This design comes from an exercise in tuning for small area, a short achievable clock period and few clock cycles per item on the open sky130 flow, not from production work. The RTL was checked by simulation tests, not by an equivalence proof against the original design. The flow treats the clock pin as an ideal source. Dropping or thinning the clock tree relies on that and would not hold on a real chip. Power and IR drop assume default switching activity.

### design.v
`timescale 1ns/1ns
`default_nettype none
package reg_bank_pkg;
    localparam logic [1:0] RESP_OKAY = 2'b00;
    localparam int BYTE_BITS  = 8;      
    localparam int WORD_SHIFT = 2;      
endpackage
`default_nettype wire
`timescale 1ns/1ns
`default_nettype none
module reg_bank #(
    parameter int ADDR_WIDTH = 6,
    parameter int DATA_WIDTH = 32
) (
    input  wire                                            ACLK,
    input  wire                                            ARESET,
    input  logic [DATA_WIDTH/reg_bank_pkg::BYTE_BITS-1:0]  wr_lane,    
    input  logic [(1<<(ADDR_WIDTH-reg_bank_pkg::WORD_SHIFT))-1:0] wr_sel,   
    input  logic [DATA_WIDTH-1:0]                          wr_data,
    input  logic [(1<<(ADDR_WIDTH-reg_bank_pkg::WORD_SHIFT))-1:0] rd_sel,   
    output logic [DATA_WIDTH-1:0]                          rd_data
);
    localparam int NUM_REGS  = 1 << (ADDR_WIDTH - reg_bank_pkg::WORD_SHIFT);
    localparam int NUM_LANES = DATA_WIDTH / reg_bank_pkg::BYTE_BITS;
    localparam int BB        = reg_bank_pkg::BYTE_BITS;
    logic [DATA_WIDTH-1:0] regs [NUM_REGS];
    logic clr_q;
    always_ff @(posedge ACLK) begin
        clr_q <= ARESET;
    end
    always_ff @(posedge ACLK) begin
        for (int i = 0; i < NUM_REGS; i++) begin
            for (int b = 0; b < NUM_LANES; b++) begin
                if (clr_q || (wr_lane[b] && wr_sel[i])) begin
                    regs[i][b*BB +: BB] <= clr_q ? '0 : wr_data[b*BB +: BB];
                end
            end
        end
    end
    always_comb begin
        rd_data = '0;
        for (int i = 0; i < NUM_REGS; i++) begin
            rd_data = rd_data | (regs[i] & {DATA_WIDTH{rd_sel[i]}});
        end
    end
endmodule
`default_nettype wire
`timescale 1ns/1ns
`default_nettype none
module axil_write_ctrl #(
    parameter int ADDR_WIDTH = 6,
    parameter int DATA_WIDTH = 32
) (
    input  wire                                            ACLK,
    input  wire                                            ARESET,
    input  logic [ADDR_WIDTH-1:0]                          AWADDR,
    input  logic                                           AWVALID,
    output logic                                           AWREADY,
    input  logic [DATA_WIDTH-1:0]                          WDATA,
    input  logic [DATA_WIDTH/reg_bank_pkg::BYTE_BITS-1:0]  WSTRB,
    input  logic                                           WVALID,
    output logic                                           WREADY,
    output logic [1:0]                                     BRESP,
    output logic                                           BVALID,
    input  logic                                           BREADY,
    output logic [DATA_WIDTH/reg_bank_pkg::BYTE_BITS-1:0]  wr_lane,
    output logic [(1<<(ADDR_WIDTH-reg_bank_pkg::WORD_SHIFT))-1:0] wr_sel,   
    output logic [DATA_WIDTH-1:0]                          wr_data
);
    localparam int IW = ADDR_WIDTH - reg_bank_pkg::WORD_SHIFT;
    logic          awready_q, wready_q, bvalid_q, bfull_q;
    logic          qv0, qv1;             
    logic [IW-1:0] q0, q1;               
    logic [IW-1:0]      q0_n;
    logic [(1<<IW)-1:0] sel_q;           
    logic aw_hs, w_hs, b_hs;
    logic qv0_n, qv1_n, bvalid_n, bfull_n;
    assign aw_hs = AWVALID & awready_q;
    assign w_hs  = WVALID & wready_q;   
    assign b_hs  = bvalid_q & BREADY;
    always_comb begin
        qv0_n = (qv0 & ~w_hs) | qv1 | aw_hs;
        qv1_n = (qv1 & ~w_hs) | (aw_hs & qv0 & ~w_hs) | (aw_hs & qv1);
        case ({w_hs, b_hs})
            2'b10:   begin bvalid_n = 1'b1;     bfull_n = bvalid_q;          end
            2'b01:   begin bvalid_n = bfull_q;  bfull_n = 1'b0;              end
            default: begin bvalid_n = bvalid_q; bfull_n = bfull_q;           end
        endcase
    end
    always_ff @(posedge ACLK) begin
        if (ARESET) begin
            qv0       <= 1'b0;
            qv1       <= 1'b0;
            bvalid_q  <= 1'b0;
            bfull_q   <= 1'b0;
            awready_q <= 1'b1;
            wready_q  <= 1'b0;
        end else begin
            qv0       <= qv0_n;
            qv1       <= qv1_n;
            bvalid_q  <= bvalid_n;
            bfull_q   <= bfull_n;
            awready_q <= ~qv1_n;
            wready_q  <= qv0_n & ~bfull_n;
        end
    end
    assign q0_n = (w_hs || !qv0) ? (qv1 ? q1 : AWADDR[ADDR_WIDTH-1:reg_bank_pkg::WORD_SHIFT]) : q0;
    always_ff @(posedge ACLK) begin
        q0 <= q0_n;
        for (int i = 0; i < (1<<IW); i++) begin
            sel_q[i] <= (q0_n == i);
        end
        if (w_hs || !qv1) begin
            q1 <= AWADDR[ADDR_WIDTH-1:reg_bank_pkg::WORD_SHIFT];
        end
    end
    assign wr_lane  = WSTRB & {(DATA_WIDTH/reg_bank_pkg::BYTE_BITS){w_hs}};
    assign wr_sel   = sel_q;
    assign wr_data  = WDATA;
    assign AWREADY = awready_q;
    assign WREADY  = wready_q;
    assign BVALID  = bvalid_q;
    assign BRESP   = reg_bank_pkg::RESP_OKAY;
endmodule
`default_nettype wire
`timescale 1ns/1ns
`default_nettype none
module axil_read_ctrl #(
    parameter int ADDR_WIDTH = 6,
    parameter int DATA_WIDTH = 32
) (
    input  wire                                            ACLK,
    input  wire                                            ARESET,
    input  logic [ADDR_WIDTH-1:0]                          ARADDR,
    input  logic                                           ARVALID,
    output logic                                           ARREADY,
    output logic [DATA_WIDTH-1:0]                          RDATA,
    output logic [1:0]                                     RRESP,
    output logic                                           RVALID,
    input  logic                                           RREADY,
    output logic [(1<<(ADDR_WIDTH-reg_bank_pkg::WORD_SHIFT))-1:0] rd_sel,
    input  logic [DATA_WIDTH-1:0]                          rd_data
);
    localparam int IW = ADDR_WIDTH - reg_bank_pkg::WORD_SHIFT;
    logic                  arready_q, rvalid_q;
    logic                  qv0, qv1;         
    logic [IW-1:0]         q0, q1;           
    logic [DATA_WIDTH-1:0] rdata_q;
    logic [IW-1:0]         q0_n;
    logic [(1<<IW)-1:0]    sel_q;            
    logic ar_hs, ld;
    logic qv0_n, qv1_n;
    assign ar_hs = ARVALID & arready_q;
    assign ld    = qv0 & (~rvalid_q | RREADY);    
    always_comb begin
        qv0_n = (qv0 & ~ld) | qv1 | ar_hs;
        qv1_n = (qv1 & ~ld) | (ar_hs & qv0 & ~ld);
    end
    always_ff @(posedge ACLK) begin
        if (ARESET) begin
            qv0       <= 1'b0;
            qv1       <= 1'b0;
            rvalid_q  <= 1'b0;
            arready_q <= 1'b1;
        end else begin
            qv0       <= qv0_n;
            qv1       <= qv1_n;
            rvalid_q  <= ld | (rvalid_q & ~RREADY);
            arready_q <= ~qv1_n;
        end
    end
    assign q0_n = (ld || !qv0) ? (qv1 ? q1 : ARADDR[ADDR_WIDTH-1:reg_bank_pkg::WORD_SHIFT]) : q0;
    always_ff @(posedge ACLK) begin
        q0 <= q0_n;
        for (int i = 0; i < (1<<IW); i++) begin
            sel_q[i] <= (q0_n == i);
        end
        if (ld || !qv1) begin
            q1 <= ARADDR[ADDR_WIDTH-1:reg_bank_pkg::WORD_SHIFT];
        end
        rdata_q <= (rd_data & {DATA_WIDTH{ld}}) | (rdata_q & {DATA_WIDTH{rvalid_q & ~RREADY}});
    end
    assign rd_sel   = sel_q;
    assign RDATA    = rdata_q;
    assign RVALID   = rvalid_q;
    assign ARREADY  = arready_q;
    assign RRESP    = reg_bank_pkg::RESP_OKAY;
endmodule
`default_nettype wire
`timescale 1ns/1ns
`default_nettype none
module axil_reg_slave #(
    parameter int ADDR_WIDTH = 6,
    parameter int DATA_WIDTH = 32
) (
    input  wire                                            ACLK,
    input  wire                                            ARESET,
    input  logic [ADDR_WIDTH-1:0]                          AWADDR,
    input  logic                                           AWVALID,
    output logic                                           AWREADY,
    input  logic [DATA_WIDTH-1:0]                          WDATA,
    input  logic [DATA_WIDTH/reg_bank_pkg::BYTE_BITS-1:0]  WSTRB,
    input  logic                                           WVALID,
    output logic                                           WREADY,
    output logic [1:0]                                     BRESP,
    output logic                                           BVALID,
    input  logic                                           BREADY,
    input  logic [ADDR_WIDTH-1:0]                          ARADDR,
    input  logic                                           ARVALID,
    output logic                                           ARREADY,
    output logic [DATA_WIDTH-1:0]                          RDATA,
    output logic [1:0]                                     RRESP,
    output logic                                           RVALID,
    input  logic                                           RREADY
);
    logic [DATA_WIDTH/reg_bank_pkg::BYTE_BITS-1:0]  wr_lane;
    logic [(1<<(ADDR_WIDTH-reg_bank_pkg::WORD_SHIFT))-1:0] wr_sel;
    logic [DATA_WIDTH-1:0]            wr_data;
    logic [(1<<(ADDR_WIDTH-reg_bank_pkg::WORD_SHIFT))-1:0] rd_sel;
    logic [DATA_WIDTH-1:0]            rd_data;
    axil_write_ctrl #(
        .ADDR_WIDTH (ADDR_WIDTH),
        .DATA_WIDTH (DATA_WIDTH)
    ) u_write_ctrl (
        .ACLK     (ACLK),
        .ARESET   (ARESET),
        .AWADDR   (AWADDR),
        .AWVALID  (AWVALID),
        .AWREADY  (AWREADY),
        .WDATA    (WDATA),
        .WSTRB    (WSTRB),
        .WVALID   (WVALID),
        .WREADY   (WREADY),
        .BRESP    (BRESP),
        .BVALID   (BVALID),
        .BREADY   (BREADY),
        .wr_lane  (wr_lane),
        .wr_sel   (wr_sel),
        .wr_data  (wr_data)
    );
    axil_read_ctrl #(
        .ADDR_WIDTH (ADDR_WIDTH),
        .DATA_WIDTH (DATA_WIDTH)
    ) u_read_ctrl (
        .ACLK     (ACLK),
        .ARESET   (ARESET),
        .ARADDR   (ARADDR),
        .ARVALID  (ARVALID),
        .ARREADY  (ARREADY),
        .RDATA    (RDATA),
        .RRESP    (RRESP),
        .RVALID   (RVALID),
        .RREADY   (RREADY),
        .rd_sel   (rd_sel),
        .rd_data  (rd_data)
    );
    reg_bank #(
        .ADDR_WIDTH (ADDR_WIDTH),
        .DATA_WIDTH (DATA_WIDTH)
    ) u_reg_bank (
        .ACLK     (ACLK),
        .ARESET   (ARESET),
        .wr_lane  (wr_lane),
        .wr_sel   (wr_sel),
        .wr_data  (wr_data),
        .rd_sel   (rd_sel),
        .rd_data  (rd_data)
    );
endmodule
`default_nettype wire
### flow/run.sh
#!/bin/bash
# Standard layout with three changes: the ports are buffered by plain buffers
# instead of the delay cell buffer_ports picks by default, CTS adds no dummy
# loads, and the clock tree's root buffer is dropped after CTS (pre_cts.tcl).
set -euo pipefail
cp config.mk own_config.mk
cat flow/extra.mk >> own_config.mk
echo "export PRE_CTS_TCL = $(pwd)/flow/pre_cts.tcl" >> own_config.mk
echo "export FLOW_CLOCK_PORT = ACLK" >> own_config.mk
sed 's#DESIGN_CONFIG=\([^ ]*\)/config\.mk#DESIGN_CONFIG=\1/own_config.mk#' standard.sh > own_standard.sh
grep -q own_config.mk own_standard.sh
bash own_standard.sh > standard.log 2>&1
### flow/extra.mk
export BUFFER_PORTS_ARGS = -buffer_cell sky130_fd_sc_hd__buf_2
export CTS_ARGS = -sink_clustering_enable -repair_clock_nets -sink_clustering_size 30 -sink_clustering_max_diameter 150 -dont_use_dummy_load
### flow/pre_cts.tcl
proc drop_clock_root {} {
  set block [ord::get_db_block]
  set clk [$block findNet $::env(FLOW_CLOCK_PORT)]
  set roots {}
  foreach it [$clk getITerms] { if {[$it isInputSignal]} { lappend roots [$it getInst] } }
  if {[llength $roots] != 1} { puts "drop_clock_root: [llength $roots] roots, left as is"; return }
  set root [lindex $roots 0]
  set rootnet ""
  foreach it [$root getITerms] { if {[$it isOutputSignal]} { set rootnet [$it getNet] } }
  set loads {}
  foreach it [$rootnet getITerms] { if {[$it isInputSignal]} { lappend loads $it } }
  if {[llength $loads] > 4 || [llength [$rootnet getBTerms]] > 0} { puts "drop_clock_root: [llength $loads] loads, left as is"; return }
  foreach it $loads {
    if {![string match "*clkbuf*" [[[$it getInst] getMaster] getName]]} { puts "drop_clock_root: root drives a non-buffer, left as is"; return }
  }
  foreach it $loads { $it disconnect; $it connect $clk }
  puts "drop_clock_root: removed [$root getName], [llength $loads] buffers now on the clock port"
  odb::dbInst_destroy $root
  odb::dbNet_destroy $rootnet
}

rename clock_tree_synthesis orig_clock_tree_synthesis
proc clock_tree_synthesis {args} {
  orig_clock_tree_synthesis {*}$args
  drop_clock_root
}
### standard.sh
#!/bin/bash
# synth_recipe.tcl (not shown) runs the flow's synth.tcl, then flattens the netlist and writes it again
# the make line also repeats each setting of config.mk as NAME=value (left out here)
make -C /OpenROAD-flow-scripts/flow DESIGN_CONFIG=/design/flow/config.mk WORK_HOME=/design/flow/orfs CLKGATE_MAP_FILE= SYNTH_SCRIPT=/design/flow/synth_recipe.tcl "${@:-finish}"
### config.mk
export PLATFORM = sky130hd
export DESIGN_NAME = axil_reg_slave
export DESIGN_NICKNAME = axil_reg_slave
export VERILOG_FILES = /design/flow/design.v
export SDC_FILE = /design/flow/constraint.sdc
export NUM_CORES = 4
export LEC_CHECK = 0
export CAP_MARGIN = 20
export CORE_MARGIN = 2
export CORE_UTILIZATION = 55
export CTS_CLUSTER_DIAMETER = 150
export CTS_CLUSTER_SIZE = 30
export SETUP_SLACK_MARGIN = 2.2
export SLEW_MARGIN = 20
### constraint.sdc
create_clock -name core_clock -period 4.0 [get_ports {ACLK}]
set_input_delay 0.8000 -clock core_clock [delete_from_list [all_inputs] [get_ports {ACLK}]]
set_output_delay 0.8000 -clock core_clock [all_outputs]
set_load 0.01 [all_outputs]
==> flow_summary.toml, run 1 <==
[synth]
syn-cell-area_sq_um = 21940
synth_flop_cell = "edfxtp_1"
ys_seq_elements = 603
synthArstFlopShare = 0
synth.distinct_cells = 36
avgSynthCellArea_sq_um = 17.86
postSynthCellCount = 1229
synth_edf_count = 520
synth_top_area_cell = "edfxtp_1"
synth_top_area_share = 0.7116
yosys_warnings = 4
synth-seq-area-share = 0.7873
synthTopCellsByArea = "edfxtp_1, dfxtp_1, a22o_1, a221oi_1, a21o_1"

[die]
die-area_sq_um = 41510
initial_core_util = 0.5549
io_pins = 96
core_sq_um = 39550
fp-row-count = 73
die_h_um = 203.8
die_w_um = 203.8

[sta]
holdWs_ns = 0.4835
finalHoldViolations = 0
period_minus_slack_ns = 1.792
setup_tns_ns = 0
clock_skew_ns = 0.06907
slew_headroom = 0.4916
period_share = 0.4479
setup_ws_ns = 2.208
setup_violations = 0
slew_viol_final = 0
tightestPinTransition_ns = 0.7591
fmax_mhz = 558.2
grt_setup_unrepaired = "false"

[cts]
clkSinkCount = 603
clk_pin_slew_worst_paths_ns = 0.11
holdBufCountCts = 0
clock_latency_ns = 0.43

[setup_path]
rrSetupSlack_ns = 2.22
critPathBufInv = 1
crit_path_max_incr_delay_ns = 0.41
timing.rr.end = "u_read_ctrl.rdata_q[23]"
path_cells = "buf_2"
crit_path_end_kind = "output port"
slowest_stage = "dfxtp_1"
criticalPathCategory = "reg -> out"
r2r_cells = 4
critPathArrivalTime_ns = 0.99
path_max_fanout = 2
crit_family = "flip-flops"
cp.depth = 1
required_ns = 3.20
regToRegStartpoint = "u_read_ctrl.sel_q[7]"
critPathLaunchType = "flip-flop"

[final_layout]
final_cells = 1818
area.growth.synth_to_final_pct = 9.801
final_cell_mix = "edfxtp_1, a22o_1, a221oi_1"
design_area_sq_um = 24100
antennaDiodeCount = 0
finalNetCount = 1352
drive_gt1_frac = 0.2150
final_common_cell = "edfxtp_1"

[detailed_routing]
postRouteAntennaNets = 0
routed_wl_mm = 52.29
via_per_inst = 6.407
wl_per_cell_um = 28.76
wl_met1_mm = 22.91
drc = 0
drtIter0Drc = 1065
wl_met2_mm = 25.73
highest_layer = "met4"
met3_length_mm = 2.648
drtPass1Iterations = 7
vias = 11650

[power_and_ir_drop]
p_leak_nw = 8.584
pwr_density_cell_nw_per_um2 = 462.0
ir_worst_vdd_uv = 302.8

[placed_design]
port_buffers = 87
place.gp.congestion = 0.7877
dpl-instance-area_sq_um = 23100
placed_cells = 1792
place_hpwl_mm = 31.73
dp_slack_ns = 1.470

[grt]
overflow = 0
grt_max_degree = 35
grt_pass1_wl_mm = 75.64
track_usage = 0.2530
grt_pass1_vias = 11340
antenna_found_initial = 0

[hold_path]
min_from = "u_read_ctrl.rdata_q[30]"
hold-path-cell-count = 1
whs_endpoint = "u_read_ctrl.rdata_q[30]"
hold_path_class = "reg -> reg"

[outcome]
status = "timing/DRC/antenna clean"

[job]
cap_violations = 0
==> timing repair <==
| action | CTS | global route |
|---|---|---|
| setup endpoints to repair | 781 | 48 |
| buffers inserted | 2 | 0 |
| gates resized for setup | 53 | 26 |
==> synth_stat cells, types with 4 or more instances <==
library cell,number
o32a_1,8
and3_1,4
buf_6,21
buf_4,5
dfxtp_1,83
nand4_1,32
a21o_1,64
mux2_2,4
mux2i_1,8
nand2_1,9
clkbuf_1,38
buf_2,18
a21oi_1,11
nor2_1,46
edfxtp_1,520
o21a_1,4
a221oi_1,126
a32oi_1,8
a22o_1,159
inv_1,8
nor2b_1,34
==> worst register-to-register path, cell delays in order, from the launching register on <==
cell and delay [ns]:
dfxtp_4 0.52, a22o_1 0.27, a221oi_1 0.50, nand4_1 0.16, a22o_1 0.23
==> through the flow <==
stage / total power [mW] / util
4_1_cts: 11.14 / 0.6050
2_1_floorplan: 8.061 / -
5_1_grt: 11.45 / 0.6093
3_3_place_gp: 8.402 / 0.5839
3_5_place_dp: 8.438 / 0.5841
6_report: 11.13 / 0.6093
==> worst max path at each step <==
stage                                  startpoint                      end  slack (ns)
final                     u_read_ctrl.rdata_q[25]                RDATA[25]        2.21
after global routing         u_read_ctrl.sel_q[3]  u_read_ctrl.rdata_q[22]        2.20
after CTS                                  RREADY        u_read_ctrl.q1[0]        2.01
after detailed placement                   WVALID  u_reg_bank.regs[15][14]        1.47
after global placement                     WVALID  u_reg_bank.regs[15][12]        1.52
after floorplan                          WSTRB[0]    u_reg_bank.regs[0][0]        2.26
==> kinds of logic (layout without fill, tap and decap cells) <==
kind of cell / after synthesis / after routing / synth area share
DFF: 603 / 603 / 0.7873
AOI/OAI and AO/OA: 387 / 387 / 0.1495
and+or+nand+nor: 131 / 131 / 0.03124
buffers and inverters: 93 / 154 / 0.02497
muxes: 12 / 12 / 0.005702
adders and majority gates: 2 / 2 / 0.001140
other: 1 / 4 / 0.0001709
==> state kept, by name (all words and copies together) (netlist names) <==
| register | cells |
|---|---|
| u_reg_bank.regs | 512 |
| u_read_ctrl.q1 | 4 |
| u_write_ctrl.qv0 | 1 |
| u_write_ctrl.bfull_q | 1 |
| u_write_ctrl.wready_q | 1 |
| u_read_ctrl.q0 | 4 |
| u_reg_bank.clr_q | 1 |
| u_read_ctrl.arready_q | 1 |
| u_read_ctrl.qv0 | 1 |
| u_write_ctrl.q1 | 4 |
| u_read_ctrl.sel_q | 16 |
| u_write_ctrl.sel_q | 16 |
| u_write_ctrl.q0 | 4 |
| u_read_ctrl.rdata_q | 32 |
| u_write_ctrl.bvalid_q | 1 |
| u_write_ctrl.qv1 | 1 |
| u_write_ctrl.awready_q | 1 |
| u_read_ctrl.rvalid_q | 1 |
| u_read_ctrl.qv1 | 1 |
==> power by group <==
part	switching [mW]	total, mW	internal, mW
sequential	0.205	7.47	7.26
clock	1.75	2.79	1.04
combinational	0.565	0.873	0.308
==> layer usage <==
layer,vias up,GRT usage
met4,0,0.05605
met2,357,0.4159
li1,5204,-
met5,-,0
met1,6040,0.3715
met3,47,0.02397
==> final cells by class <==
type / count / area (sq um)
clock buffer: 23 / 575.6
fill: 2966 / 15450
inverter: 9 / 33.78
multi-input combinational: 536 / 4778
sequential: 603 / 17310
tap: 525 / 656.9
timing repair buffer: 122 / 742.0
Testbench counts, summed over its fixed seeds: cycles 3,216, items 6,400.
==> run 2: changes to the inputs <==
--- a/design.v
+++ b/design.v
@@ -68,54 +68,60 @@
     output logic [DATA_WIDTH-1:0]                          wr_data
 );
-    localparam int IW = ADDR_WIDTH - reg_bank_pkg::WORD_SHIFT;
-    logic          awready_q, wready_q, bvalid_q, bfull_q;
-    logic          qv0, qv1;             
-    logic [IW-1:0] q0, q1;               
-    logic [IW-1:0]      q0_n;
-    logic [(1<<IW)-1:0] sel_q;           
-    logic aw_hs, w_hs, b_hs;
-    logic qv0_n, qv1_n, bvalid_n, bfull_n;
+    localparam int IW    = ADDR_WIDTH - reg_bank_pkg::WORD_SHIFT;
+    localparam int LANES = DATA_WIDTH / reg_bank_pkg::BYTE_BITS;
+    logic             aw_v, w_v;          
+    logic [IW-1:0]    aw_idx;
+    logic [DATA_WIDTH-1:0] w_data;
+    logic [LANES-1:0] w_strb;
+    logic             awready_q, wready_q, bvalid_q;
+    logic [1:0]       bc;                 
+    logic aw_hs, w_hs, b_hs, pend;
+    logic aw_v_n, w_v_n, pend_n;
+    logic [1:0] bc_n;
+    logic room_n;
+    assign pend  = aw_v & w_v;            
     assign aw_hs = AWVALID & awready_q;
-    assign w_hs  = WVALID & wready_q;   
+    assign w_hs  = WVALID & wready_q;
     assign b_hs  = bvalid_q & BREADY;
     always_comb begin
-        qv0_n = (qv0 & ~w_hs) | qv1 | aw_hs;
-        qv1_n = (qv1 & ~w_hs) | (aw_hs & qv0 & ~w_hs) | (aw_hs & qv1);
-        case ({w_hs, b_hs})
-            2'b10:   begin bvalid_n = 1'b1;     bfull_n = bvalid_q;          end
-            2'b01:   begin bvalid_n = bfull_q;  bfull_n = 1'b0;              end
-            default: begin bvalid_n = bvalid_q; bfull_n = bfull_q;           end
-        endcase
+        aw_v_n = aw_hs | (aw_v & ~pend);
+        w_v_n  = w_hs | (w_v & ~pend);
+        pend_n = aw_v_n & w_v_n;
+        bc_n   = bc + {1'b0, pend} - {1'b0, b_hs};
+        room_n = (bc_n == 2'd0) | ((bc_n == 2'd1) & ~pend_n);
     end
     always_ff @(posedge ACLK) begin
         if (ARESET) begin
-            qv0       <= 1'b0;
-            qv1       <= 1'b0;
+            aw_v      <= 1'b0;
+            w_v       <= 1'b0;
+            bc        <= 2'd0;
             bvalid_q  <= 1'b0;
-            bfull_q   <= 1'b0;
             awready_q <= 1'b1;
-            wready_q  <= 1'b0;
+            wready_q  <= 1'b1;
         end else begin
-            qv0       <= qv0_n;
-            qv1       <= qv1_n;
-            bvalid_q  <= bvalid_n;
-            bfull_q   <= bfull_n;
-            awready_q <= ~qv1_n;
-            wready_q  <= qv0_n & ~bfull_n;
-        end
-    end
-    assign q0_n = (w_hs || !qv0) ? (qv1 ? q1 : AWADDR[ADDR_WIDTH-1:reg_bank_pkg::WORD_SHIFT]) : q0;
-    always_ff @(posedge ACLK) begin
-        q0 <= q0_n;
+            aw_v      <= aw_v_n;
+            w_v       <= w_v_n;
+            bc        <= bc_n;
+            bvalid_q  <= (bc_n != 2'd0) | pend_n;
+            awready_q <= (~aw_v_n | pend_n) & room_n;
+            wready_q  <= (~w_v_n | pend_n) & room_n;
+        end
+    end
+    always_ff @(posedge ACLK) begin
+        if (aw_hs) begin
+            aw_idx <= AWADDR[ADDR_WIDTH-1:reg_bank_pkg::WORD_SHIFT];
+        end
+        if (w_hs) begin
+            w_data <= WDATA;
+            w_strb <= WSTRB;
+        end
+    end
+    always_comb begin
         for (int i = 0; i < (1<<IW); i++) begin
-            sel_q[i] <= (q0_n == i);
-        end
-        if (w_hs || !qv1) begin
-            q1 <= AWADDR[ADDR_WIDTH-1:reg_bank_pkg::WORD_SHIFT];
-        end
-    end
-    assign wr_lane  = WSTRB & {(DATA_WIDTH/reg_bank_pkg::BYTE_BITS){w_hs}};
-    assign wr_sel   = sel_q;
-    assign wr_data  = WDATA;
+            wr_sel[i] = (aw_idx == i);
+        end
+    end
+    assign wr_lane = w_strb & {LANES{pend}};
+    assign wr_data = w_data;
     assign AWREADY = awready_q;
     assign WREADY  = wready_q;
@@ -148,8 +154,9 @@
     logic [DATA_WIDTH-1:0] rdata_q;
     logic [IW-1:0]         q0_n;
+    logic                  rvalid_o;         
     logic [(1<<IW)-1:0]    sel_q;            
     logic ar_hs, ld;
     logic qv0_n, qv1_n;
-    assign ar_hs = ARVALID & arready_q;
+    assign ar_hs = ARVALID & ~qv1;                  
     assign ld    = qv0 & (~rvalid_q | RREADY);    
     always_comb begin
@@ -162,4 +169,5 @@
             qv1       <= 1'b0;
             rvalid_q  <= 1'b0;
+            rvalid_o  <= 1'b0;
             arready_q <= 1'b1;
         end else begin
@@ -167,4 +175,5 @@
             qv1       <= qv1_n;
             rvalid_q  <= ld | (rvalid_q & ~RREADY);
+            rvalid_o  <= ld | (rvalid_o & ~RREADY);
             arready_q <= ~qv1_n;
         end
@@ -183,5 +192,5 @@
     assign rd_sel   = sel_q;
     assign RDATA    = rdata_q;
-    assign RVALID   = rvalid_q;
+    assign RVALID   = rvalid_o;
     assign ARREADY  = arready_q;
     assign RRESP    = reg_bank_pkg::RESP_OKAY;
--- a/config.mk
+++ b/config.mk
@@ -11,4 +11,4 @@
 export CTS_CLUSTER_DIAMETER = 150
 export CTS_CLUSTER_SIZE = 30
-export SETUP_SLACK_MARGIN = 2.2
+export SETUP_SLACK_MARGIN = 2.1
 export SLEW_MARGIN = 20
==> flow_summary.toml, run 2 <==
[outcome]
status = "timing/DRC/antenna clean"

[hold_path]
hold_path_class = "reg -> reg"
whs_endpoint = "u_read_ctrl.rdata_q[0]"
hold-path-cell-count = 1
min_from = "u_read_ctrl.rdata_q[0]"

[synth]
ys_seq_elements = 621
synth_edf_count = 556
syn-cell-area_sq_um = 22740
yosys-top-cells-count = "edfxtp_1, a22o_1, a221oi_1"
synth_flop_cell = "edfxtp_1"
yosys_warnings = 4
synthTopCellsByArea = "edfxtp_1, a22o_1, dfxtp_1, a221oi_1, a21o_1"
synth.distinct_cells = 44
synth_top_area_share = 0.7341
avgSynthCellArea_sq_um = 18.49
synth_top_area_cell = "edfxtp_1"
synth-seq-area-share = 0.7913
synthArstFlopShare = 0
postSynthCellCount = 1230
yosysMostFrequentCell = "edfxtp_1"

[detailed_routing]
vias = 11870
via_per_inst = 6.442
drtPass1Iterations = 7
wl_per_cell_um = 28.66
drtIter0Drc = 941
routed_wl_mm = 52.82
drc = 0
postRouteAntennaNets = 0

[sta]
grt_setup_unrepaired = "false"
clock_skew_ns = 0.02495
slew_headroom = 0.3037
period_share = 0.4667
period_minus_slack_ns = 1.867
setup_violations = 0
finalHoldViolations = 0
holdWs_ns = 0.4842
setup_tns_ns = 0
fmax_mhz = 535.7
slew_viol_final = 0
tightestPinTransition_ns = 1.042

[final_layout]
fillers = 2979
final_common_cell = "edfxtp_1"
biggestRegsByFlops = "u_reg_bank.regs x512, u_read_ctrl.rdata_q x32, u_write_ctrl.w_data x32"
finalNetCount = 1369
final_cell_mix = "edfxtp_1, a22o_1, a221oi_1"
largest_register_ffs = 512
regMostFlops = "u_reg_bank.regs"
drive_gt1_frac = 0.2305
area.growth.synth_to_final_pct = 9.298

[power_and_ir_drop]
p_switching_mw = 2.807
p_leak_nw = 8.713
ir_worst_vdd_uv = 365.2
fin_total_pwr_mw = 12.07
seqPwrFrac = 0.669
sw_frac_of_total = 0.2326
combPwrFrac = 0.099
power_frac_clock = 0.232
pwr_density_cell_nw_per_um2 = 485.6
internal-power_mw = 9.263

[setup_path]
regToRegStartpoint = "u_read_ctrl.sel_q[11]"
critPathBufInv = 1
path_max_fanout = 17
r2r_cells = 4
required_ns = 4.34
crit_path_max_incr_delay_ns = 0.56
timing.rr.end = "u_read_ctrl.rdata_q[9]"
crit_family = "compound AO/OA/AOI/OAI gates"
critPathArrivalTime_ns = 2.20
slowest_stage = "a221oi_1"
crit_path_end_kind = "flip-flop"
criticalPathCategory = "reg -> reg"
path_cells = "buf_4 > a221oi_1 > nand4_1 > a22o_1"
critPathLaunchType = "flip-flop"
rrSetupSlack_ns = 2.13

[placed_design]
place_hpwl_mm = 30.72
port_buffers = 87
place.gp.congestion = 0.7650

[grt]
track_usage = 0.2396
grt_pass1_vias = 11430
antenna_found_initial = 1
grt_pass1_wl_mm = 75.90
grt_max_degree = 49
overflow = 0

[die]
core_sq_um = 40830
io_pins = 96
die-area_sq_um = 42990
die_w_um = 207.4
die_h_um = 207.4
fp-row-count = 74
initial_core_util = 0.5570

[cts]
clk_pin_slew_worst_paths_ns = 0.11
holdBufCountCts = 0
clkSinkCount = 621
clock_latency_ns = 0.44

[job]
cap_violations = 0
[run 2: layout make-up]
cell class | instances | area, sq um | area share
multi-input combinational | 526 | 4593 | 0.1848
timing repair inverter | 1 | 7.507 | 0.0003020
sequential | 621 | 18040 | 0.7257
inverter | 7 | 30.03 | 0.001208
clock buffer | 23 | 575.6 | 0.02315
antenna | 1 | 2.502 | 0.0001007
tap | 532 | 665.6 | 0.02678
timing repair buffer | 132 | 943.4 | 0.03795
[run 2: timing repair]
item / in CTS / in global routing
endpoints found under the setup margin: 1038 / 484
buffers inserted: 24 / 11
hold endpoints to repair: 0 / 0
pin swaps: 14 / 5
resized for setup: 111 / 27
gates cloned: 1 / 0
[run 2: how the worst max path moves through the flow]
stage | start | cells past startpoint | endpoint
after floorplan | BREADY | 7 | u_write_ctrl.bvalid_q
after global placement | u_write_ctrl.aw_v | 3 | u_reg_bank.regs[14][6]
after detailed placement | u_write_ctrl.aw_v | 3 | u_reg_bank.regs[14][6]
after CTS | u_write_ctrl.aw_idx[2] | 3 | u_reg_bank.regs[11][24]
after global routing | u_write_ctrl.aw_idx[0] | 4 | u_reg_bank.regs[2][26]
final | u_read_ctrl.sel_q[11] | 4 | u_read_ctrl.rdata_q[9]
[run 2: metal layers]
metal  vias to the layer above  wire length [um]  GRT usage
met4                         0              1245    0.06133
met2                       397             25590     0.3869
met5                         -                 0          0
met1                      6144             22900     0.3490
li1                       5267                 -          -
met3                        65              3088    0.03238
[run 2: power groups by stage]
stage / logic, mW / clock network [mW] / registers [mW]
after floorplan: 0.665 / 0 / 8.11
after global placement: 0.980 / 0 / 8.22
after detailed placement: 0.998 / 0 / 8.25
after CTS: 1.14 / 2.85 / 8.08
after global routing: 1.28 / 3.04 / 8.13
final: 1.19 / 2.81 / 8.07
[run 2: through the flow]
stage	instance area, sq um	setup slack (ns)	util	cells
global route	24860	2.053	0.6087	1842
global placement	23330	1.367	0.5713	1783
detailed placement	23340	1.349	0.5716	1783
finish	24860	2.133	0.6088	1843
floorplan	22790	2.022	-	1233
CTS	24620	2.005	0.6029	1831
[run 2: logic make-up after synthesis]
logic type,share of synthesized area
flops,0.7913
other cells,0.0001649
buf+inv,0.03070
simple gates,0.03268
fa+ha+maj,0.001100
compound gates,0.1405
mux,0.002751
xor+xnor,0.0007703
Testbench counts of run 2, summed over its fixed seeds: cycles 3,216, items 6,400.
==> run 3: changes to the inputs <==
--- a/config.mk
+++ b/config.mk
@@ -11,4 +11,4 @@
 export CTS_CLUSTER_DIAMETER = 150
 export CTS_CLUSTER_SIZE = 30
-export SETUP_SLACK_MARGIN = 2.1
+export SETUP_SLACK_MARGIN = 2.2
 export SLEW_MARGIN = 20
==> flow_summary.toml, run 3 <==
[outcome]
status = "timing/DRC/antenna clean"

[detailed_routing]
via_per_inst = 6.473
drc = 0
routed_wl_mm = 54.48
wl_per_cell_um = 29.31
vias = 12030
postRouteAntennaNets = 0
drtPass1Iterations = 5
drtIter0Drc = 1002

[grt]
grt_max_degree = 36
grt_pass1_wl_mm = 77.10
antenna_found_initial = 0
track_usage = 0.2458
grt_pass1_vias = 11480
overflow = 0

[final_layout]
biggestRegsByFlops = "u_reg_bank.regs x512, u_read_ctrl.rdata_q x32, u_write_ctrl.w_data x32"
finalNetCount = 1386
antennaDiodeCount = 0
area.growth.synth_to_final_pct = 11.28
design_area_sq_um = 25310
final_cell_mix = "edfxtp_1, a22o_1, buf_2"
drive_gt1_frac = 0.2743
final_common_cell = "edfxtp_1"
regMostFlops = "u_reg_bank.regs"
utilization = 0.6198
largest_register_ffs = 512
final_cells = 1859

[synth]
synthArstFlopShare = 0
synth_edf_count = 556
synth_top_area_cell = "edfxtp_1"
yosys_warnings = 4
syn-cell-area_sq_um = 22740
synth-seq-area-share = 0.7913
postSynthCellCount = 1230
yosysMostFrequentCell = "edfxtp_1"
synth.distinct_cells = 44
synth_top_area_share = 0.7341
yosys-top-cells-count = "edfxtp_1, a22o_1, a221oi_1"
synth_flop_cell = "edfxtp_1"
avgSynthCellArea_sq_um = 18.49
ys_seq_elements = 621
synthTopCellsByArea = "edfxtp_1, a22o_1, dfxtp_1, a221oi_1, a21o_1"

[power_and_ir_drop]
combPwrFrac = 0.109
pwr_density_cell_nw_per_um2 = 481.6
power_frac_clock = 0.230
p_leak_nw = 8.926
ir_worst_vdd_uv = 426.2
internal-power_mw = 9.314
p_switching_mw = 2.874
seqPwrFrac = 0.661
sw_frac_of_total = 0.2358

[setup_path]
regToRegStartpoint = "u_read_ctrl.sel_q[0]"
required_ns = 4.33
setup.worst_path.start = "u_read_ctrl.sel_q[0]"
path_max_fanout = 32
critPathLaunchType = "flip-flop"
critPathArrivalTime_ns = 2.15
timing.rr.end = "u_read_ctrl.rdata_q[23]"
crit_path_end = "u_read_ctrl.rdata_q[23]"
rrSetupSlack_ns = 2.18
slowest_stage = "a221oi_1"
path_cells = "a221oi_1 > nand4_1 > a22o_1"
critPathBufInv = 0
cp.depth = 3
crit_family = "compound AO/OA/AOI/OAI gates"
crit_path_max_incr_delay_ns = 0.64
criticalPathCategory = "reg -> reg"
crit_path_end_kind = "flip-flop"
r2r_cells = 3

[die]
initial_core_util = 0.5570
fp-row-count = 74
die-area_sq_um = 42990
io_pins = 96
die_h_um = 207.4
die_w_um = 207.4
core_sq_um = 40830

[sta]
clock_skew_ns = 0.02953
setup_tns_ns = 0
tightestPinTransition_ns = 0.9561
slew_viol_final = 0
fmax_mhz = 549.1
finalHoldViolations = 0
slew_headroom = 0.3626
grt_setup_unrepaired = "true"
setup_ws_ns = 2.179
period_share = 0.4553
period_minus_slack_ns = 1.821
setup_violations = 0

[hold_path]
hold_path_class = "reg -> reg"

[placed_design]
place_hpwl_mm = 31.39
placed_cells = 1792
place.gp.congestion = 0.8049
dp_slack_ns = 1.325
dpl-instance-area_sq_um = 23450
port_buffers = 87

[cts]
clock_latency_ns = 0.44
clk_pin_slew_worst_paths_ns = 0.11
holdBufCountCts = 0
clkSinkCount = 621

[job]
cap_violations = 0
-- run 3: power by group through the flow --
stage | Sequential (mW) | Clock, mW | Combinational (mW)
2_1_floorplan | 8.11 | 0 | 0.671
3_3_place_gp | 8.16 | 0 | 1.06
3_5_place_dp | 8.20 | 0 | 1.08
4_1_cts | 8.04 | 2.84 | 1.26
5_1_grt | 8.11 | 3.03 | 1.42
6_report | 8.05 | 2.81 | 1.33
-- run 3: kinds of logic (layout without fill, tap and decap cells) --
group / Yosys count / count (layout) / share of synthesized area
AOI/OAI and AO/OA: 377 / 377 / 0.1405
buffers and inverters: 86 / 180 / 0.03070
xor gates and xnor gates: 2 / 2 / 0.0007703
and+or+nand+nor: 135 / 135 / 0.03268
DFF: 621 / 621 / 0.7913
adders and majority gates: 2 / 2 / 0.001100
other: 1 / 4 / 0.0001649
muxes: 6 / 6 / 0.002751
-- run 3: what timing repair did --
item | 4_1_cts | 5_1_grt
gates cloned | 1 | 0
gates resized for setup | 154 | 52
setup buffers | 30 | 13
pin swaps | 14 | 14
endpoints found under the setup margin | 1030 | 500
-- run 3: worst min-delay path by stage --
| stage | cells after the start | end | startpoint |
|---|---|---|---|
| finish | 1 | u_read_ctrl.rdata_q[28] | u_read_ctrl.rdata_q[28] |
| global route | 1 | u_read_ctrl.rdata_q[17] | u_read_ctrl.rdata_q[17] |
| CTS | 1 | u_read_ctrl.rdata_q[21] | u_read_ctrl.rdata_q[21] |
| detailed placement | 1 | u_read_ctrl.rdata_q[9] | u_read_ctrl.rdata_q[9] |
| global placement | 1 | u_read_ctrl.rdata_q[14] | u_read_ctrl.rdata_q[14] |
| floorplan | 2 | u_read_ctrl.q0[0] | u_read_ctrl.q0[0] |
-- run 3: layout make-up --
class | instances | area, sq um
timing repair inverter | 1 | 7.507
multi-input combinational | 526 | 4981
sequential | 621 | 18020
inverter | 7 | 30.03
tap | 532 | 665.6
fill | 2936 | 15520
timing repair buffer | 149 | 1025
clock buffer | 23 | 575.6
-- run 3: per-layer routing --
metal,vias to the layer above,GRT usage,routed length (um)
met5,-,0,0
li1,5299,-,-
met3,66,0.03661,3413
met2,403,0.3874,25850
met4,0,0.06108,1327
met1,6265,0.3651,23890
-- run 3: stage by stage --
stage	hold slack, ns	total power, mW
2_1_floorplan	0.4787	8.782
3_3_place_gp	0.4568	9.224
3_5_place_dp	0.4586	9.275
4_1_cts	0.4874	12.14
5_1_grt	0.4997	12.56
6_report	0.4845	12.19
==> run 4: changes to the inputs <==
--- a/design.v
+++ b/design.v
@@ -75,10 +75,10 @@
     logic [LANES-1:0] w_strb;
     logic             awready_q, wready_q, bvalid_q;
+    logic             pend;               
     logic [1:0]       bc;                 
-    logic aw_hs, w_hs, b_hs, pend;
+    logic aw_hs, w_hs, b_hs;
     logic aw_v_n, w_v_n, pend_n;
     logic [1:0] bc_n;
     logic room_n;
-    assign pend  = aw_v & w_v;            
     assign aw_hs = AWVALID & awready_q;
     assign w_hs  = WVALID & wready_q;
@@ -96,4 +96,5 @@
             w_v       <= 1'b0;
             bc        <= 2'd0;
+            pend      <= 1'b0;
             bvalid_q  <= 1'b0;
             awready_q <= 1'b1;
@@ -103,4 +104,5 @@
             w_v       <= w_v_n;
             bc        <= bc_n;
+            pend      <= pend_n;
             bvalid_q  <= (bc_n != 2'd0) | pend_n;
             awready_q <= (~aw_v_n | pend_n) & room_n;
--- a/config.mk
+++ b/config.mk
@@ -13,2 +13,3 @@
 export SETUP_SLACK_MARGIN = 2.2
 export SLEW_MARGIN = 20
+export TNS_END_PERCENT = 10
==> flow_summary.toml, run 4 <==
[outcome]
status = "timing/DRC/antenna clean"

[final_layout]
finalNetCount = 1368
biggestRegsByFlops = "u_reg_bank.regs x512, u_read_ctrl.rdata_q x32, u_write_ctrl.w_data x32"
area.growth.synth_to_final_pct = 10.07
regMostFlops = "u_reg_bank.regs"
largest_register_ffs = 512
drive_gt1_frac = 0.2108
design_area_sq_um = 24820
final_common_cell = "edfxtp_1"
antennaDiodeCount = 0
final_cell_mix = "edfxtp_1, a22o_1, a221oi_1"
utilization = 0.6105

[synth]
synth_top_area_cell = "edfxtp_1"
synth-seq-area-share = 0.7992
yosys_warnings = 4
synth_edf_count = 556
yosysMostFrequentCell = "edfxtp_1"
syn-cell-area_sq_um = 22550
synth_flop_cell = "edfxtp_1"
ys_seq_elements = 622
avgSynthCellArea_sq_um = 18.31
synthTopCellsByArea = "edfxtp_1, a22o_1, dfxtp_1, a221oi_1, a21o_1"
synthArstFlopShare = 0
synth.distinct_cells = 34
yosys-top-cells-count = "edfxtp_1, a22o_1, a221oi_1"
postSynthCellCount = 1231
synth_top_area_share = 0.7406

[sta]
slew_viol_final = 0
period_share = 0.4984
setup_tns_ns = 0
period_minus_slack_ns = 1.994
finalHoldViolations = 0
setup_ws_ns = 2.006
clock_skew_ns = 0.04033
tightestPinTransition_ns = 1.050
setup_violations = 0
fmax_mhz = 501.6
slew_headroom = 0.2984
grt_setup_unrepaired = "true"

[power_and_ir_drop]
sw_frac_of_total = 0.2337
combPwrFrac = 0.099
power_frac_clock = 0.234
seqPwrFrac = 0.667
p_switching_mw = 2.822
fin_total_pwr_mw = 12.08
internal-power_mw = 9.254
ir_worst_vdd_uv = 456.0
p_leak_nw = 8.733
pwr_density_cell_nw_per_um2 = 486.6

[job]
cap_violations = 0

[placed_design]
dp_slack_ns = 1.627
place.gp.congestion = 0.7658
port_buffers = 87
dpl-instance-area_sq_um = 23350
place_hpwl_mm = 31.38

[grt]
track_usage = 0.2482
antenna_found_initial = 0
overflow = 0
grt_max_degree = 35
grt_pass1_wl_mm = 76.49
grt_pass1_vias = 11570

[detailed_routing]
postRouteAntennaNets = 0
routed_wl_mm = 52.99
vias = 11920
drc = 0
drtPass1Iterations = 5
wl_per_cell_um = 28.78
via_per_inst = 6.472
drtIter0Drc = 1008

[hold_path]
hold_path_class = "reg -> reg"
hold-path-cell-count = 2
whs_endpoint = "u_read_ctrl.rvalid_o"
min_from = "u_read_ctrl.rvalid_o"

[setup_path]
regToRegStartpoint = "u_write_ctrl.aw_idx[0]"
path_max_fanout = 8
required_ns = 4.10
slowest_stage = "edfxtp_1"
critPathArrivalTime_ns = 2.10
timing.rr.end = "u_reg_bank.regs[12][9]"
critPathLaunchType = "flip-flop"
crit_path_end_kind = "flip-flop"
crit_path_max_incr_delay_ns = 0.51
r2r_cells = 3
criticalPathCategory = "reg -> reg"
path_cells = "buf_4 > nor3_2 > a21o_1"
rrSetupSlack_ns = 2.01

[cts]
holdBufCountCts = 0
clock_latency_ns = 0.44
clk_pin_slew_worst_paths_ns = 0.11
clkSinkCount = 622

[die]
die_h_um = 206.5
core_sq_um = 40650
die_w_um = 206.5
initial_core_util = 0.5547
fp-row-count = 74
io_pins = 96
die-area_sq_um = 42630
-- run 4: cell count changes after synthesis, sizes merged, moves of 2 or more --
cell,before,now
a21o,47,44
and2,3,6
and3,4,0
buf,48,36
clkbuf,30,43
nand2,10,12
nand2b,6,8
nor2,30,32
o21ai,3,0
-- run 4: worst max path at each step --
stage	slack (ns)	from	endpoint
final	2.01	u_write_ctrl.aw_idx[0]	u_reg_bank.regs[12][9]
after global routing	2.01	u_reg_bank.clr_q	u_reg_bank.regs[0][17]
after CTS	2.09	u_read_ctrl.sel_q[9]	u_read_ctrl.rdata_q[14]
after detailed placement	1.63	u_reg_bank.clr_q	u_reg_bank.regs[1][9]
after global placement	1.69	u_write_ctrl.aw_idx[0]	u_reg_bank.regs[3][16]
after floorplan	1.98	BREADY	u_write_ctrl.bvalid_q
-- run 4: kinds of logic (layout without fill, tap and decap cells) --
| family | Yosys count | in the layout | share of synthesized area |
|---|---|---|---|
| other cells | 1 | 4 | 0.0001663 |
| mux | 6 | 6 | 0.002775 |
| xor+xnor | 2 | 2 | 0.0007771 |
| flops | 622 | 622 | 0.7992 |
| buf+inv | 87 | 162 | 0.02287 |
| compound gates | 372 | 372 | 0.1396 |
| fa+ha+maj | 2 | 2 | 0.001110 |
| simple gates | 139 | 139 | 0.03352 |
-- run 4: per-layer routing --
metal | part of all wire | wire length (um) | up-vias | global-route usage
li1 | - | - | 5240 | -
met1 | 0.43 | 22900 | 6272 | 0.3636
met5 | 0 | 0 | - | 0
met4 | 0.015 | 801 | 0 | 0.04413
met3 | 0.058 | 3096 | 42 | 0.03043
met2 | 0.49 | 26190 | 361 | 0.4081
-- run 4: per-stage QoR --
stage               hold WS, ns  instances
floorplan                0.4787       1234
global placement         0.4573       1789
detailed placement       0.4603       1789
CTS                      0.4786       1840
global route             0.4989       1841
finish                   0.4772       1841
-- run 4: area by class of cell --
cell class	instances	area, sq um
multi-input cells	525	4556
flip-flops and latches	622	18050
clock buffers	23	575.6
fillers	2936	15830
inverters	8	30.03
well taps	532	665.6
repair buffers	131	943.4
-- run 4: what timing repair did --
action	CTS	global route
pin swaps	13	0
setup endpoints to repair	1048	830
resized for setup	104	17
setup buffers	28	0
-- run 4: worst max-delay path, delay by kind of cell (launching register included) --
| family | cells | cell delay [ns] |
|---|---|---|
| AO/OA/AOI/OAI | 1 | 0.48 |
| buffers and inverters | 1 | 0.21 |
| flip-flops | 1 | 0.51 |
| AND/OR/NAND/NOR | 1 | 0.45 |
-- run 4: power groups by stage --
stage	Sequential, mW	Combinational, mW	Clock, mW
2_1_floorplan	8.11	0.654	0
3_3_place_gp	8.18	1.03	0
3_5_place_dp	8.21	1.05	0
4_1_cts	8.05	1.19	2.85
5_1_grt	8.11	1.29	3.06
6_report	8.05	1.20	2.83
Testbench counts of run 4, summed over its fixed seeds: cycles 3,216, items 6,400.
==> run 5: changes to the inputs <==
--- a/config.mk
+++ b/config.mk
@@ -8,8 +8,7 @@
 export CAP_MARGIN = 20
 export CORE_MARGIN = 2
-export CORE_UTILIZATION = 55
+export CORE_UTILIZATION = 40
 export CTS_CLUSTER_DIAMETER = 150
 export CTS_CLUSTER_SIZE = 30
 export SETUP_SLACK_MARGIN = 2.2
 export SLEW_MARGIN = 20
-export TNS_END_PERCENT = 10
==> flow_summary.toml, run 5 <==
[setup_path]
path_max_fanout = 8
crit_family = "simple AND/OR/NAND/NOR gates"
critPathLaunchType = "flip-flop"
critPathBufInv = 1
path_cells = "nand2b_2 > or2_4 > o21bai_4 > buf_12"
crit_path_end_kind = "flip-flop"
crit_path_max_incr_delay_ns = 0.46
slowest_stage = "edfxtp_1"
criticalPathCategory = "reg -> reg"
required_ns = 4.14
critPathArrivalTime_ns = 1.95

[power_and_ir_drop]
p_leak_nw = 8.976
pwr_density_cell_nw_per_um2 = 474.7
ir_worst_vdd_uv = 310.2

[grt]
met1_usage = 0.2648
grt_pass1_vias = 11900
met2_usage = 0.3098
grt_max_degree = 38
use_met3 = 0.02404
top_usage_layer = "met2"
track_usage = 0.1877
antenna_found_initial = 0
overflow = 0
grt_pass1_wl_mm = 79.70

[synth]
yosys_warnings = 4
synthArstFlopShare = 0
avgSynthCellArea_sq_um = 18.31
postSynthCellCount = 1231
synth.distinct_cells = 34
synth_edf_count = 556
synth_top_area_share = 0.7406
yosysMostFrequentCell = "edfxtp_1"
synth-seq-area-share = 0.7992
synthTopCellsByArea = "edfxtp_1, a22o_1, dfxtp_1, a221oi_1, a21o_1"
syn-cell-area_sq_um = 22550
yosys-top-cells-count = "edfxtp_1, a22o_1, a221oi_1"
synth_flop_cell = "edfxtp_1"
ys_seq_elements = 622
synth_top_area_cell = "edfxtp_1"

[detailed_routing]
wl_per_cell_um = 26.40
postRouteAntennaNets = 0
vias = 12030
routed_wl_mm = 55.12
via_per_inst = 5.762
drtPass1Iterations = 5
drc = 0
drtIter0Drc = 1213

[placed_design]
port_buffers = 87
place.gp.congestion = 0.7623
dp_slack_ns = 1.571
place_hpwl_mm = 33.33
placed_cells = 2017

[die]
die-area_sq_um = 58280
die_w_um = 241.4
fp-row-count = 87
die_h_um = 241.4
initial_core_util = 0.4022
core_sq_um = 56060
io_pins = 96

[final_layout]
finalNetCount = 1391
final_cell_mix = "edfxtp_1, a22o_1, buf_2"
final_common_cell = "edfxtp_1"
area.growth.synth_to_final_pct = 14.16
antennaDiodeCount = 0
multiInputGateArea_sq_um = 4913
regMostFlops = "u_reg_bank.regs"
fillers = 4683
drive_gt1_frac = 0.2695
biggestRegsByFlops = "u_reg_bank.regs x512, u_read_ctrl.rdata_q x32, u_write_ctrl.w_data x32"
seqCellArea_sq_um = 18070
largest_register_ffs = 512
final_cells = 2088

[hold_path]
hold_path_class = "reg -> reg"

[sta]
fmax_mhz = 552.8
grt_setup_unrepaired = "true"
slew_headroom = 0.4741
setup_tns_ns = 0
setup_ws_ns = 2.191
tightestPinTransition_ns = 0.7853
period_share = 0.4523
finalHoldViolations = 0
setup_violations = 0
period_minus_slack_ns = 1.809
slew_viol_final = 0
clock_skew_ns = 0.05731

[job]
cap_violations = 0

[cts]
clk_pin_slew_worst_paths_ns = 0.11
holdBufCountCts = 0
clkSinkCount = 622
clock_latency_ns = 0.46

[outcome]
status = "timing/DRC/antenna clean"
## run 5: cell counts after synthesis
Identical to the previous run, type by type.
## run 5: layout make-up
type                       instances  area share
timing repair buffer             154     0.04672
multi-input combinational        525      0.1909
tap                              756     0.03675
sequential                       622      0.7021
inverter                           8    0.001167
clock buffer                      23     0.02236
## run 5: logic make-up after synthesis
| group | synth area share |
|---|---|
| adder cells (fa/ha/maj) | 0.001110 |
| multiplexers | 0.002775 |
| buffers and inverters | 0.02287 |
| XOR/XNOR | 0.0007771 |
| other | 0.0001663 |
| flip-flops | 0.7992 |
| AO/OA/AOI/OAI | 0.1396 |
| AND/OR/NAND/NOR | 0.03352 |
## run 5: worst reg2reg max path, delay by kind of cell, from the launching register on
kind	cells	cell delay [ns]
buf+inv	1	0.16
simple gates	2	0.68
compound gates	1	0.18
flops	1	0.46
## run 5: where the power goes
| group | leakage [nW] | internal [mW] | switching [mW] | total (mW) |
|---|---|---|---|---|
| registers | 6.19 | 7.81 | 0.260 | 8.07 |
| logic | 2.50 | 0.467 | 0.851 | 1.32 |
| clock network | 0.283 | 1.04 | 1.79 | 2.83 |
| total | 8.98 | 9.32 | 2.90 | 12.2 |
## run 5: path summary, 6_finish.rpt
| path | startpoint | endpoint | slack, ns | depth (start not counted) |
|---|---|---|---|---|
| setup / recovery | u_write_ctrl.aw_idx[0] | u_reg_bank.regs[14][2] | 2.19 | 4 |
| hold / removal | u_read_ctrl.rdata_q[13] | u_read_ctrl.rdata_q[13] | 0.48 | 1 |
| setup reg to reg | u_write_ctrl.aw_idx[0] | u_reg_bank.regs[14][2] | 2.19 | 4 |
| hold reg to reg | u_read_ctrl.rdata_q[13] | u_read_ctrl.rdata_q[13] | 0.48 | 1 |
## run 5: metrics by stage
stage | total power [mW] | utilization | cell area (sq um) | hold WS, ns
2_1_floorplan | 8.770 | - | 22630 | 0.4787
3_3_place_gp | 9.224 | 0.4227 | 23700 | 0.4558
3_5_place_dp | 9.288 | 0.4229 | 23710 | 0.4582
4_1_cts | 12.17 | 0.4515 | 25310 | 0.4918
5_1_grt | 12.63 | 0.4591 | 25740 | 0.4924
6_report | 12.22 | 0.4591 | 25740 | 0.4850
## run 5: per-layer routing
layer  wire, um  up-vias
met5          0        -
met2      26550      386
met1      24170     6280
met3       2964       74
li1           -     5292
met4       1438        0
## run 5: timing repair
action,4_1_cts,5_1_grt
pin swaps,20,7
gates resized for setup,156,46
setup buffers,32,16
endpoints found under the setup margin,901,471
==> run 6: changes to the inputs <==
--- a/config.mk
+++ b/config.mk
@@ -8,5 +8,5 @@
 export CAP_MARGIN = 20
 export CORE_MARGIN = 2
-export CORE_UTILIZATION = 40
+export CORE_UTILIZATION = 65
 export CTS_CLUSTER_DIAMETER = 150
 export CTS_CLUSTER_SIZE = 30
==> flow_summary.toml, run 6 <==
[detailed_routing]
drtIter0Drc = 1272
vias = 12160
postRouteAntennaNets = 0
wl_per_cell_um = 29.55
drc = 0
routed_wl_mm = 52.51
drtPass1Iterations = 5
via_per_inst = 6.842

[sta]
grt_setup_unrepaired = "true"
setup_ws_ns = 2.168
setup_tns_ns = 0
fmax_mhz = 546.0
period_share = 0.4579
holdWs_ns = 0.4828
clock_skew_ns = 0.03538
setup_violations = 0
tightestPinTransition_ns = 1.105
period_minus_slack_ns = 1.832
finalHoldViolations = 0
slew_headroom = 0.2620
slew_viol_final = 0

[cts]
holdBufCountCts = 0
clock_latency_ns = 0.45
clk_pin_slew_worst_paths_ns = 0.11
clkSinkCount = 622

[synth]
synth.distinct_cells = 34
ys_seq_elements = 622
synth_top_area_share = 0.7406
yosys_warnings = 4
yosys.area_share.xor_xnor = 0.0007770
synth_edf_count = 556
synth_top_family_by_area = "compound AO/OA/AOI/OAI gates"
synth_flop_cell = "edfxtp_1"
avgSynthCellArea_sq_um = 18.31
synthArstFlopShare = 0
yosys-top-cells-count = "edfxtp_1, a22o_1, a221oi_1"
syn-cell-area_sq_um = 22550
synth_compound_area_frac = 0.1396
yosys.area_share.simple = 0.03352
synth-seq-area-share = 0.7992
synth_mux_area_frac = 0.002775
synth_fa_ha_area_frac = 0.001110
synth_top_area_cell = "edfxtp_1"
postSynthCellCount = 1231
yosysMostFrequentCell = "edfxtp_1"
synthTopCellsByArea = "edfxtp_1, a22o_1, dfxtp_1, a221oi_1, a21o_1"

[grt]
track_usage = 0.2902
grt_max_degree = 35
grt_pass1_wl_mm = 75.77
overflow = 0
grt_pass1_vias = 11890
antenna_found_initial = 0

[final_layout]
final_common_cell = "edfxtp_1"
antennaDiodeCount = 0
drive_gt1_frac = 0.2511
area.growth.synth_to_final_pct = 11.37
utilization = 0.7305
biggestRegsByFlops = "u_reg_bank.regs x512, u_read_ctrl.rdata_q x32, u_write_ctrl.w_data x32"
finalNetCount = 1381
final_cell_mix = "edfxtp_1, a22o_1, a221oi_1"
final_cells = 1777
largest_register_ffs = 512
design_area_sq_um = 25110
regMostFlops = "u_reg_bank.regs"

[setup_path]
path_max_fanout = 8
required_ns = 4.15
critPathArrivalTime_ns = 1.98
critPathLaunchType = "flip-flop"
criticalPathCategory = "reg -> reg"
crit_path_end_kind = "flip-flop"

[die]
initial_core_util = 0.6559
fp-row-count = 68
core_sq_um = 34370
io_pins = 96
die-area_sq_um = 36190
die_h_um = 190.2
die_w_um = 190.2

[outcome]
status = "timing/DRC/antenna clean"

[power_and_ir_drop]
pwr_density_cell_nw_per_um2 = 482.4
fin_total_pwr_mw = 12.11
p_leak_nw = 8.861
ir_worst_vdd_uv = 567.1

[placed_design]
placed_cells = 1706
dpl-instance-area_sq_um = 23260
place.gp.congestion = 0.7897
port_buffers = 87
dp_slack_ns = 1.636
place_hpwl_mm = 30.20

[job]
cap_violations = 0

[hold_path]
hold_path_class = "reg -> reg"
==> run 6: cell counts after synthesis <==
Identical to the previous run, type by type.
==> run 6: layout make-up <==
type / count / area (sq um)
clock buffers: 23 / 575.6
inverters: 8 / 30.03
fillers: 2088 / 9264
repair buffers: 144 / 1071
flip-flops and latches: 622 / 18060
well taps: 455 / 569.3
multi-input cells: 525 / 4805
==> run 6: final timing paths <==
kind / start / endpoint / slack (ns) / cells past startpoint
min reg2reg: u_read_ctrl.rdata_q[28] / u_read_ctrl.rdata_q[28] / 0.48 / 1
max reg2reg: u_write_ctrl.aw_idx[3] / u_reg_bank.regs[4][16] / 2.17 / 4
min: u_read_ctrl.rdata_q[28] / u_read_ctrl.rdata_q[28] / 0.48 / 1
max: u_write_ctrl.aw_idx[3] / u_reg_bank.regs[4][16] / 2.17 / 4
==> run 6: report_power, final <==
group	leakage, nW	internal, mW	switching [mW]
Clock	0.283	1.04	1.75
Combinational	2.39	0.448	0.789
Sequential	6.19	7.81	0.275
==> run 6: logic make-up after synthesis <==
logic type / count (synthesis)
xor+xnor: 2
compound gates: 372
mux: 6
fa+ha+maj: 2
other cells: 1
flops: 622
simple gates: 139
buf+inv: 87
==> run 6: repair_timing <==
action,in CTS,in global routing
pin swaps,12,7
setup endpoints to repair,1025,540
buffers inserted,28,20
gates resized for setup,132,46
==> run 6: critical path: stages, from the launching register on <==
cell and delay, ns:
edfxtp_1 0.50, nand2b_2 0.32, nor3_4 0.27, buf_4 0.19, a21o_2 0.25
==> run 6: per-layer routing <==
metal  GRT usage  vias up  part of all wire
met5           0        -                 0
met4     0.08408        0             0.025
met1      0.4156     6348              0.42
li1            -     5275                 -
met3     0.03975       76             0.060
met2      0.4761      459              0.50
==> run 7: changes to the inputs <==
--- a/config.mk
+++ b/config.mk
@@ -8,5 +8,5 @@
 export CAP_MARGIN = 20
 export CORE_MARGIN = 2
-export CORE_UTILIZATION = 65
+export CORE_UTILIZATION = 55
 export CTS_CLUSTER_DIAMETER = 150
 export CTS_CLUSTER_SIZE = 30
==> flow_summary.toml, run 7 <==
[outcome]
status = "timing/DRC/antenna clean"

[cts]
clock_latency_ns = 0.44
clk_pin_slew_worst_paths_ns = 0.11
holdBufCountCts = 0
clkSinkCount = 622

[synth]
synth_flop_cell = "edfxtp_1"
ys_seq_elements = 622
synthArstFlopShare = 0
synth-seq-area-share = 0.7992
synth_top_area_cell = "edfxtp_1"
synth_top_area_share = 0.7406
synth.distinct_cells = 34
postSynthCellCount = 1231
yosys_warnings = 4
synth_edf_count = 556
synthTopCellsByArea = "edfxtp_1, a22o_1, dfxtp_1, a221oi_1, a21o_1"
avgSynthCellArea_sq_um = 18.31
syn-cell-area_sq_um = 22550
yosys-top-cells-count = "edfxtp_1, a22o_1, a221oi_1"
yosysMostFrequentCell = "edfxtp_1"

[die]
core_sq_um = 40650
initial_core_util = 0.5547
die-area_sq_um = 42630
io_pins = 96
die_w_um = 206.5
die_h_um = 206.5
fp-row-count = 74

[grt]
grt_pass1_vias = 11490
grt_max_degree = 49
track_usage = 0.2482
overflow = 0
antenna_found_initial = 1
grt_pass1_wl_mm = 76.67

[detailed_routing]
vias = 11930
drtPass1Iterations = 5
postRouteAntennaNets = 0
drtIter0Drc = 1094
wl_per_cell_um = 28.76
drc = 0
routed_wl_mm = 53.18
via_per_inst = 6.453

[sta]
period_minus_slack_ns = 1.788
finalHoldViolations = 0
fmax_mhz = 559.3
setup_violations = 0
setup_tns_ns = 0
slew_headroom = 0.3274
holdWs_ns = 0.4846
clock_skew_ns = 0.03478
grt_setup_unrepaired = "true"
tightestPinTransition_ns = 1.007
period_share = 0.4470
slew_viol_final = 0

[final_layout]
final_common_cell = "edfxtp_1"
largest_register_ffs = 512
antennaDiodeCount = 0
finalNetCount = 1376
final_cell_mix = "edfxtp_1, a22o_1, a221oi_1"
seqCellArea_sq_um = 18060
regMostFlops = "u_reg_bank.regs"
area.growth.synth_to_final_pct = 11.87
biggestRegsByFlops = "u_reg_bank.regs x512, u_read_ctrl.rdata_q x32, u_write_ctrl.w_data x32"
fillers = 2933
drive_gt1_frac = 0.2415
multiInputGateArea_sq_um = 4771

[setup_path]
rrSetupSlack_ns = 2.21
critPathLaunchType = "flip-flop"
path_max_fanout = 8
criticalPathCategory = "reg -> reg"
critPathArrivalTime_ns = 1.92
crit_path_end_kind = "flip-flop"
required_ns = 4.13

[placed_design]
place_hpwl_mm = 30.61
port_buffers = 87
place.gp.congestion = 0.7385

[power_and_ir_drop]
p_leak_nw = 8.849
pwr_density_cell_nw_per_um2 = 481.6
ir_worst_vdd_uv = 314.7

[job]
cap_violations = 0

[hold_path]
hold_path_class = "reg -> reg"
[run 7: cell counts after synthesis]
Identical to the previous run, type by type.
[run 7: repair_timing]
action,CTS,global route
cloned,1,0
endpoints found under the setup margin,1056,613
setup buffers,26,15
endpoints found under the hold margin,0,0
pin swaps,15,11
resized for setup,119,63
[run 7: metal layers]
| layer | part of all wire | track usage |
|---|---|---|
| met3 | 0.054 | 0.02807 |
| met5 | 0 | 0 |
| met4 | 0.020 | 0.04617 |
| met1 | 0.44 | 0.3605 |
| met2 | 0.49 | 0.4122 |
[run 7: cell families after synthesis]
| group | after synthesis | share of synthesized area |
|---|---|---|
| xor+xnor | 2 | 0.0007771 |
| simple gates | 139 | 0.03352 |
| mux | 6 | 0.002775 |
| other cells | 1 | 0.0001663 |
| buf+inv | 87 | 0.02287 |
| compound gates | 372 | 0.1396 |
| fa+ha+maj | 2 | 0.001110 |
| flops | 622 | 0.7992 |
[run 7: final cells by class]
type | instances | share of cell area
flip-flops and latches | 622 | 0.7162
well taps | 532 | 0.02639
clock buffers | 23 | 0.02282
multi-input cells | 526 | 0.1892
repair buffers | 138 | 0.04425
inverters | 8 | 0.001191
[run 7: critical path: stages, from the launching register on]
cell and delay, ns:
edfxtp_1 0.48, nand2b_2 0.29, or2_4 0.37, o21bai_4 0.18
buf_12 0.15
[run 7: report_power, final]
part,internal (mW),switching [mW]
Clock,1.04,1.80
Combinational,0.449,0.786
Sequential,7.80,0.263
[run 7: metrics by stage]
stage,cells,power [mW],utilization,instance area (sq um),worst slack [ns]
after global routing,1849,12.53,0.6205,25220,2.164
after global placement,1784,9.184,0.5745,23350,1.706
final,1849,12.15,0.6205,25220,2.212
after floorplan,1234,8.770,-,22630,1.978
after detailed placement,1784,9.238,0.5746,23350,1.689
after CTS,1834,12.09,0.6079,24710,2.042
[run 7: path summary, 6_finish.rpt]
check / end / cells past startpoint / startpoint
setup / recovery: u_reg_bank.regs[13][28] / 4 / u_write_ctrl.aw_idx[1]
hold / removal: u_read_ctrl.rdata_q[26] / 1 / u_read_ctrl.rdata_q[26]
setup reg to reg: u_reg_bank.regs[13][28] / 4 / u_write_ctrl.aw_idx[1]
hold reg to reg: u_read_ctrl.rdata_q[26] / 1 / u_read_ctrl.rdata_q[26]

==> separate check: timing with driven ports <==
How much do the figures lean on ideal ports? The routed layouts below were timed once more, with nothing changed but the port constraints.
Step 1 sets driving cells, clkbuf_16 on the clock port and buf_2 on the other inputs (assumed; they add their load-dependent delay and slew).
Step 2 moves the port delays by t, midway between the first and last clock arrival at a register: inputs arrive t later, outputs are due t later. That takes back most of the time a late clock gives input paths.
Slacks: no drivers / after step 1 / after step 2; pairs: no drivers / after step 1.
run | shift t [ns] | setup WS [ns] | worst slew at a driven data input, ns
run 1 | 0.478 | 2.208 / 2.133 / 1.787 | 0.04
run 2 | 0.504 | 2.133 / 2.115 / 1.777 | 0.11
run 3 | 0.507 | 2.179 / 2.179 / 1.815 | 0.04
run 4 | 0.501 | 2.006 / 2.006 / 1.779 | 0.03
run 5 | 0.512 | 2.191 / 2.143 / 1.811 | 0.05
run 6 | 0.500 | 2.168 / 2.147 / 1.770 | 0.03
run 7 | 0.498 | 2.212 / 2.188 / 1.773 | 0.04
After both steps setup and hold are still met in every run listed. The setup slack of run 7, which loses most, moves by -0.024 ns with the drivers and by -0.439 ns with both steps.
